This is an optimization exercise on Yosys and OpenROAD, whose aim is small area, a short achievable clock period and few clock cycles per item, not a production implementation. Where RTL was checked, it was by simulation tests only, not by an equivalence proof against the original.

==> flow/design.v (excerpt) <==
module hsl_color_interpolator (
  input  logic        clk,
  input  logic        rst_n,
  input  logic        start,
  output logic        busy,
  input  logic        in_op,
  input  logic [1:0]  in_slot,
  input  logic [11:0] in_start_red,
  input  logic [11:0] in_start_green,
  input  logic [11:0] in_start_blue,
  input  logic [11:0] in_end_red,
  input  logic [11:0] in_end_green,
  input  logic [11:0] in_end_blue,
  input  logic [11:0] in_t_frac,
  output logic        out_valid,
  output logic [1:0]  out_slot,
  output logic [11:0] out_red,
  output logic [11:0] out_green,
  output logic [11:0] out_blue,
  output logic        out_last
);
  localparam int SPC  = 2;           
  localparam int NCYC = 12 / SPC;    
  localparam int QD   = 3;           
  function automatic logic [11:0] div_fs(input logic [23:0] p);
    logic [12:0] sum;
    sum = {1'b0, p[11:0]} + {1'b0, p[23:12]} + 13'd1;
    div_fs = p[23:12] + {11'd0, sum[12]};
  endfunction
  function automatic logic [23:0] mul_r4(input logic [11:0] a, input logic [13:0] a3,
  ...
Size in the first run: about 8200 cells after synthesis, about 1100 flip-flops.
Settings: LEC_CHECK=0, CAP_MARGIN=20, CORE_MARGIN=2, CORE_UTILIZATION=40, SETUP_SLACK_MARGIN=5, SLEW_MARGIN=20; clock period 12.0 ns.
standard.sh (not shown) runs the stock make flow with config.mk's settings and CLKGATE_MAP_FILE= SYNTH_SCRIPT=/design/flow/synth_recipe.tcl, a recipe that flattens the netlist after the stock synthesis.
==> flow/flow/run.sh <==
#!/bin/bash
set -euo pipefail
bash standard.sh SETUP_SLACK_MARGIN=${MARGIN:-6.5} finish > standard_flow.log 2>&1
The starting point went through all stages and came out clean.
Testbench counts at the start, summed over its fixed seeds: cycles 3,703, items 2,976.
Rerun with:
==> flow/flow/run.sh (replaced) <==
#!/bin/bash
set -euo pipefail
bash standard.sh SETUP_SLACK_MARGIN=${MARGIN:-7.5} finish > standard_flow.log 2>&1
=> Setup slack is better by 260 ps; cell area rises by a little under a tenth; final cell count rose by a few percent; die area stays the same; global-route usage rose by 1.1 points; clock-buffer cell count came out higher by 4; wire length is higher by a little under a tenth; flip-flop and latch count stays the same; register-to-register slack improves by 260 ps.
Rerun with:
==> flow/flow/run.sh (replaced) <==
#!/bin/bash
set -euo pipefail
bash standard.sh SETUP_SLACK_MARGIN=${MARGIN:-6.5} finish > standard_flow.log 2>&1
--- a/flow/config.mk
+++ b/flow/config.mk
@@ -9,3 +9,3 @@
 export CORE_MARGIN = 2
-export CORE_UTILIZATION = 40
+export CORE_UTILIZATION = 55
 export SETUP_SLACK_MARGIN = 5
Utilization rises by 12 points; via count falls by 3.8%; worst setup slack is worse by 250 ps; die area came out lower by 27%; wire length drops by 6.2%; design area drops by 9.1%; register-to-register slack gets worse by 250 ps; synthesized area stays the same.

Setup of job 2632:
Another version of the RTL of hsl_color_interpolator (not shown whole).
For scale: roughly 8300 cells after synthesis, ~1100 flip-flops, roughly 130 I/O pins, roughly 0.082 sq mm of cells after synthesis.
clock: 12.0 ns
lec_check: 0
cap_margin: 20
core_margin: 2
core_utilization: 65
setup_slack_margin: 5
slew_margin: 20
==> flow/flow/run.sh <==
#!/bin/bash
set -euo pipefail
bash standard.sh SETUP_SLACK_MARGIN=${MARGIN:-6} finish > standard_flow.log 2>&1
Job 2632 completed every stage of the flow, and the final layout passed the timing, design-rule and antenna checks.
Testbench counts of job 2632, summed over its fixed seeds: cycles 3,703, items 2,976.
[inputs] job 6380 vs job 2632
- changing CORE_UTILIZATION from 65 to 55
==> flow/flow/run.sh <==
#!/bin/bash
set -euo pipefail
bash standard.sh SETUP_SLACK_MARGIN=${MARGIN:-6.5} finish > standard_flow.log 2>&1
Notes after the runs:
Job 6380 finished every step from synthesis to the final layout, and the layout passed the timing, design-rule and antenna checks. The source-to-sink clock delay at the later pin of the worst-skew pair on job 6380 is in line with that on job 2632. The start point of the critical path comes out s2[6] in one run and m4[2] in the other, namely in job 6380 and job 2632 respectively. Via count of the first global-routing pass, job 6380 vs job 2632: down slightly. Compared to job 2632, job 6380 has clock network contribution to total cell area 0.30 points higher. Run comparison: job 6380 top routing layer in use met5; job 2632 top routing layer in use met4.

## maple
Another version of the RTL of hsl_color_interpolator (not shown whole).
For scale: roughly 8,400 cells after synthesis, about 1,100 flip-flops, roughly 130 I/O pins, ~83,000 sq um of cells after synthesis.
// hsl_color_interpolator
module hsl_color_interpolator (
  input  logic        clk,
  input  logic        rst_n,
  input  logic        start,
  output logic        busy,
  input  logic        in_op,
  input  logic [1:0]  in_slot,
  input  logic [11:0] in_start_red,
  input  logic [11:0] in_start_green,
  input  logic [11:0] in_start_blue,
  input  logic [11:0] in_end_red,
  input  logic [11:0] in_end_green,
  input  logic [11:0] in_end_blue,
  input  logic [11:0] in_t_frac,
  output logic        out_valid,
  output logic [1:0]  out_slot,
  output logic [11:0] out_red,
  output logic [11:0] out_green,
  output logic [11:0] out_blue,
  output logic        out_last
);
  localparam int SPC  = 2;           
  localparam int NCYC = 12 / SPC;    
  localparam int QD   = 3;           
  function automatic logic [11:0] div_fs(input logic [23:0] p);
    logic [12:0] sum;
    sum = {1'b0, p[11:0]} + {1'b0, p[23:12]} + 13'd1;
    div_fs = p[23:12] + {11'd0, sum[12]};
  endfunction
  function automatic logic [11:0] add_ci(input logic [11:0] a, input logic [11:0] b, input logic ci);
    logic [12:0] t;
    t = {a, 1'b1} + {b, ci};
    add_ci = t[12:1];
  endfunction
  function automatic logic fs_c(input logic [23:0] p);
    logic [12:0] sum;
    sum  = {1'b0, p[11:0]} + {1'b0, p[23:12]} + 13'd1;
    fs_c = sum[12];
  endfunction
  function automatic logic [23:0] mul_r4(input logic [11:0] a, input logic [13:0] a3,
  ...
Settings: LEC_CHECK=0, CAP_MARGIN=5, CORE_MARGIN=2, CORE_UTILIZATION=55, SETUP_SLACK_MARGIN=5, SLEW_MARGIN=5; clock period 12.0 ns.
==> flow/flow/run.sh <==
#!/bin/bash
set -euo pipefail
bash standard.sh SETUP_SLACK_MARGIN=${MARGIN:-6.5} finish > standard_flow.log 2>&1
Setup changes, maple to onyx
- a change of CAP_MARGIN from 5 to 20
- a change of SLEW_MARGIN from 5 to 20
==> flow/flow/run.sh <==
#!/bin/bash
set -euo pipefail
bash standard.sh SETUP_SLACK_MARGIN=${MARGIN:-7} finish > standard_flow.log 2>&1
Findings:
Compared with maple, in onyx instance area at placement shows no meaningful change; average routed wire per standard cell now sits higher.
[compare] base=maple new=onyx: largest fanout on the critical path went down by 3; final-layout clock buffer total higher; final net count went up 2.0%.
Of maple and onyx, onyx shows the higher fraction of final layout cells sized beyond drive strength 1, with maple below it.
Sequential cell area: onyx vs maple — no meaningful difference
Going from maple to onyx, the worst setup slack was found to have gone up by 57 ps.
No run of this note included a check of the RTL's function; only the layout flow was run.

hsl_color_interpolator, a different RTL version from the one above (not shown whole).
For scale: ~8300 cells after synthesis, about 1100 flip-flops, roughly 130 I/O pins, ~82000 sq um of cells after synthesis.
Settings: LEC_CHECK=0, CAP_MARGIN=20, CORE_MARGIN=2, CORE_UTILIZATION=55, CTS_BUF_LIST=sky130_fd_sc_hd__clkbuf_4 sky130_fd_sc_hd__clkbuf_8, SETUP_SLACK_MARGIN=5, SLEW_MARGIN=20; clock period 12.0 ns.
==> flow/flow/run.sh <==
#!/bin/bash
set -euo pipefail
bash standard.sh SETUP_SLACK_MARGIN=${MARGIN:-6.5} finish > standard_flow.log 2>&1
Testbench counts at the start, summed over its fixed seeds: cycles 3,659, items 2,976.
==> next run, changes <==
- CTS_BUF_LIST: sky130_fd_sc_hd__clkbuf_4 sky130_fd_sc_hd__clkbuf_8 -> default
Effect:
- core utilization hardly moves
- fmax is lower by 2.0%
- cell area barely changes
- cell count went down by about 1.3%
- via count is lower by 0.67%

north:
Another version of the RTL of hsl_color_interpolator (not shown whole).
Size in the first run: ~8400 cells after synthesis, roughly 1100 flip-flops.
clock: 12.0 ns
lec_check: 0
cap_margin: 20
core_margin: 2
core_utilization: 55
setup_slack_margin: 5
slew_margin: 20
==> flow/flow/run.sh <==
#!/bin/bash
set -euo pipefail
bash standard.sh SETUP_SLACK_MARGIN=${MARGIN:-7.5} finish > standard_flow.log 2>&1
Having completed the whole flow, north delivered a layout that passed the timing, design-rule and antenna checks.
Testbench counts of north, summed over its fixed seeds: cycles 3,659, items 2,976.
The following lists how east was set up differently from north:
==> flow/flow/run.sh <==
#!/bin/bash
set -euo pipefail
bash standard.sh SETUP_SLACK_MARGIN=${MARGIN:-7} finish > standard_flow.log 2>&1
north has a higher total via count after detailed routing than east. east ended up with a lower routed wire length than north did. Number of signal-net buffers in the layout delta for east relative to north: about 40% lower. Compared east against north; final period utilization within noise. Sequential share of layout area: east > north. east vs north — final-layout fill cell count climbed by a few percent. Compared with north, in east worst setup slack now smaller, inserted tap cell count level. The run showing the smaller area of combinational cells with multiple inputs is east.

Another version of the RTL of hsl_color_interpolator (not shown whole).
Size: roughly 8100 cells after synthesis.
==> flow/config.mk <==
export PLATFORM = sky130hd
export DESIGN_NAME = hsl_color_interpolator
export DESIGN_NICKNAME = hsl_color_interpolator
export VERILOG_FILES = /design/flow/design.v
export SDC_FILE = /design/flow/constraint.sdc
export NUM_CORES = 4
export LEC_CHECK = 0
export CAP_MARGIN = 20
export CORE_MARGIN = 2
export CORE_UTILIZATION = 40
export SETUP_SLACK_MARGIN = 5
export SLEW_MARGIN = 20
==> flow/constraint.sdc <==
create_clock -name core_clock -period 12.0 [get_ports {clk}]
set_input_delay 2.4000 -clock core_clock [delete_from_list [all_inputs] [get_ports {clk}]]
set_output_delay 2.4000 -clock core_clock [all_outputs]
set_load 0.01 [all_outputs]
==> flow/flow/run.sh <==
#!/bin/bash
set -euo pipefail
bash standard.sh SETUP_SLACK_MARGIN=${MARGIN:-7} finish > standard_flow.log 2>&1
Testbench counts at the start, summed over its fixed seeds: cycles 3,782, items 2,976.
Edit:
==> flow/run.sh (new file) <==
#!/bin/bash
# synth_recipe.tcl (not shown) runs the flow's synth.tcl, then flattens the netlist and writes it again
# the make line also repeats each setting of config.mk as NAME=value (left out here)
make -C /OpenROAD-flow-scripts/flow DESIGN_CONFIG=/design/flow/config.mk WORK_HOME=/design/flow/orfs CLKGATE_MAP_FILE= SYNTH_SCRIPT=/design/flow/synth_recipe.tcl finish
removed: flow/flow/run.sh
removed: flow/standard.sh
The new run finished with timing, DRC and antenna clean.
Via count went down by 4.0%.
Cell area went down by 6.6%.
Worst setup slack degrades by 660 ps.
Wire length went down by 5.8%.

==> static timing again, ports no longer ideal <==
How much do the figures lean on ideal ports? The routed layouts below were timed once more, with nothing changed but the port constraints.
Step 1: set_driving_cell puts a clkbuf_16 on clk and a buf_2 on each other input, an assumption about the parent block.
Step 2 times the ports against the registers' clock, not the clock port: input delays grow and output delays shrink by t, the midpoint of the rising clock arrivals with the driver on.
Three values: no drivers, after step 1, after step 2; two values: the first two.
| run | t (ns) | slack for setup (ns) | worst setup path after step 2 | worst slew at a driven data input, ns |
|---|---|---|---|---|
| the first run of note 1 | 0.867 | 6.551 / 6.551 / 6.411 | input to register | 0.04 |
| the second run of note 1 | 0.861 | 6.810 / 6.810 / 6.810 | register to register | 0.04 |
| the third run of note 1 | 0.829 | 6.559 / 6.559 / 6.539 | input to register | 0.04 |
| job 2632 | 0.820 | 6.327 / 6.327 / 6.327 | register to register | 0.05 |
| job 6380 | 0.835 | 6.768 / 6.768 / 6.707 | input to register | 0.10 |
| maple | 0.827 | 6.551 / 6.551 / 6.551 | register to register | 0.08 |
| onyx | 0.829 | 6.608 / 6.608 / 6.608 | register to register | 0.04 |
| the first run of note 4 | 0.996 | 6.696 / 6.696 / 6.696 | register to register | 0.09 |
| the second run of note 4 | 0.824 | 6.588 / 6.588 / 6.588 | register to register | 0.08 |
| north | 0.861 | 6.846 / 6.846 / 6.846 | register to register | 0.05 |
| east | 0.837 | 6.843 / 6.843 / 6.843 | register to register | 0.05 |
| the first run of note 6 | 0.827 | 5.900 / 5.900 / 5.900 | register to register | 0.04 |
| the second run of note 6 | 0.806 | 5.235 / 5.235 / 5.235 | register to register | 0.05 |
After both steps setup and hold are still met in every run listed. The setup slack of the first run of note 1, which loses most, moves by 0.000 ns with the drivers and by -0.140 ns with both steps.
